Context: an optimization exercise on an open-source flow, tuned for small area. The choices shown serve that exercise and are no tape-out recipe.
In this exercise RTL edits were held to simulation tests only and were not proved equivalent to the original.
Power figures rest on the tool's default switching activity, not on a simulated workload.

Setup of run 1:
Design muldiv_unit, start of the top module:
module muldiv_unit #(
    parameter int XLEN  = 64,
    parameter int CNT_W = 7
) (
    input  logic            clk,
    input  logic            reset,
    input  logic            start,
    input  logic [2:0]      funct3,
    input  logic [XLEN-1:0] op_a,
    input  logic [XLEN-1:0] op_b,
    input  logic            kill,
    output logic            busy,
    output logic            done,
    output logic [XLEN-1:0] result
);
    localparam int W    = 5;
    localparam int N    = 13;
    localparam int L    = W * N;        
    localparam int DG_W = 4;
    logic             run;              
    logic [CNT_W-1:0] ps;               
    logic [DG_W-1:0]  dg;               
    logic             isdiv, hsel;      
    logic [L-1:0]     qc, bc, pc;       
    logic [L-1:0]     qs, bs;           
    logic             rs;               
    logic             cyn;              
    logic             pm, qm;           
    logic             mb;               
    logic             an, bn, bnz;      
    localparam logic [L-1:0] POL = {
        {W{1'b0}}, {W{1'b1}}, {W{1'b0}}, {W{1'b1}}, {W{1'b0}}, {W{1'b1}}, {W{1'b0}},
        {W{1'b1}}, {W{1'b0}}, {W{1'b1}}, {W{1'b0}}, {W{1'b1}}, {W{1'b0}}};
    assign qc = qs ^ POL;
    assign bc = bs ^ POL;
    logic accept, dfirst, dlast;
    assign accept = !run && start && !kill;
    assign dfirst = (dg == '0);
    assign dlast  = (dg == DG_W'(N-1));
  ...
Size: about 630 cells after synthesis.
clock: 6.0 ns
lec_check: 0
cap_margin: 20
core_margin: 2
core_utilization: 40
slew_margin: 20
synth_hierarchical: 1
standard.sh (not shown) runs the stock make flow with config.mk's settings and CLKGATE_MAP_FILE= SYNTH_SCRIPT=/design/flow/synth_recipe.tcl, a recipe that flattens the netlist after the stock synthesis.
==> flow/flow/run.sh <==
#!/bin/bash
set -e
export BUFFER_PORTS_ARGS="-buffer_cell sky130_fd_sc_hd__buf_1"
export PRE_FLOORPLAN_TCL="$PWD/flow/downsize.tcl"
export CTS_ARGS="-sink_clustering_enable -repair_clock_nets -sink_clustering_size 12 -sink_clustering_max_diameter 40 -buf_list sky130_fd_sc_hd__clkbuf_4 -dont_use_dummy_load"
bash standard.sh > standard.log 2>&1
==> flow/flow/downsize.tcl <==
# Area recovery before floorplanning: every combinational cell that synthesis
# mapped to a drive strength above 1 is swapped for the same function at drive
# strength 1. Later timing repair sizes cells back up where timing needs it.
set n_swapped 0
foreach inst [[ord::get_db_block] getInsts] {
  set master [[$inst getMaster] getName]
  if { ![regexp {^(sky130_fd_sc_hd__[a-z0-9]+)_([0-9]+)$} $master -> base drive] } { continue }
  if { $drive <= 1 } { continue }
  if { [regexp {__(df|edf|sdf|dl|tap|fill|decap|conb|clk)} $master] } { continue }
  set target ${base}_1
  if { [llength [get_lib_cells -quiet */$target]] == 0 } { continue }
  replace_cell [$inst getName] $target
  incr n_swapped
}
puts "downsize: swapped $n_swapped cells to drive strength 1"
Changes in run 2 relative to run 1:
==> flow/flow/run.sh <==
#!/bin/bash
set -e
export BUFFER_PORTS_ARGS="-buffer_cell sky130_fd_sc_hd__buf_1"
export PRE_FLOORPLAN_TCL="$PWD/flow/downsize.tcl"
export CTS_ARGS="-sink_clustering_enable -repair_clock_nets -sink_clustering_size 10 -sink_clustering_max_diameter 40 -buf_list sky130_fd_sc_hd__clkbuf_4 -dont_use_dummy_load"
bash standard.sh > standard.log 2>&1
diff --git a/flow/config.mk b/flow/config.mk
--- a/flow/config.mk
+++ b/flow/config.mk
@@ -9,3 +9,3 @@
 export CORE_MARGIN = 2
-export CORE_UTILIZATION = 40
+export CORE_UTILIZATION = 50
 export SLEW_MARGIN = 20
### Flow results
In the flow results for run 1 and run 2, the aggregate routed wire length is smaller on run 2. On final net count, run 1 and run 2 are neck and neck. From run 1 to run 2 the numbers moved as follows: final design area excluding fillers -about 0.8%, die area fell by about 20%, width of the die decreased by 10% relative to the old numbers, final setup slack of the worst path +0.11 ns. Compared with run 1, in run 2 cell area after placement lower, aggregate global-route resource usage higher, part of the power in combinational logic roughly the same, transition at the pin with the smallest max-transition slack higher.
Edits applied to the flow inputs when going from run 2 to run 3:
diff --git a/flow/config.mk b/flow/config.mk
--- a/flow/config.mk
+++ b/flow/config.mk
@@ -9,3 +9,3 @@
 export CORE_MARGIN = 2
-export CORE_UTILIZATION = 50
+export CORE_UTILIZATION = 40
 export SLEW_MARGIN = 20
==> results.txt <==
Hold violation total from the final report: run 2 vs run 3 identical
Comparing run 2 and run 3, the higher sequential cell fraction of total power was measured on run 2.
Run 3 vs. run 2: end-of-flow core utilization went down by 11 points.
Final instance area (run 3 over run 2): increase, 0.85%
Taking run 2 as the reference, in run 3 met3 demand-to-capacity share in global routing shrank by 0.48 points, die area grew by 0.0035 sq mm, post-route non-filler standard cell count grew by about 4.6%.

## separate check: timing with driven ports
How much do the figures lean on ideal ports? The routed layouts below were timed once more, with nothing changed but the port constraints.
Step 1 sets driving cells, clkbuf_16 on the clock port and buf_2 on the other inputs (assumed; they add their load-dependent delay and slew).
Step 2 adds t to the input delays and takes it off the output delays; t is the mean of the earliest and latest rising clock arrival at the registers after step 1. Input paths then give back, and output paths get back, about the clock's delay inside the block.
a / b / c = ideal / step 1 / step 2; a / b = the first two.
run	t, ns	setup slack, ns	hold WS [ns]	latest minus earliest clock arrival (ns)	worst register clock-pin slew, ns
run 1	0.650	0.962 / 0.962 / 0.962	0.287 / 0.287 / 0.287	0.090 / 0.089	0.11 / 0.11
run 2	0.637	1.069 / 1.069 / 1.069	0.329 / 0.319 / 0.334	0.061 / 0.062	0.10 / 0.10
run 3	0.649	0.981 / 0.981 / 0.981	0.317 / 0.313 / 0.317	0.082 / 0.083	0.10 / 0.10
After both steps setup and hold are still met in every run listed.
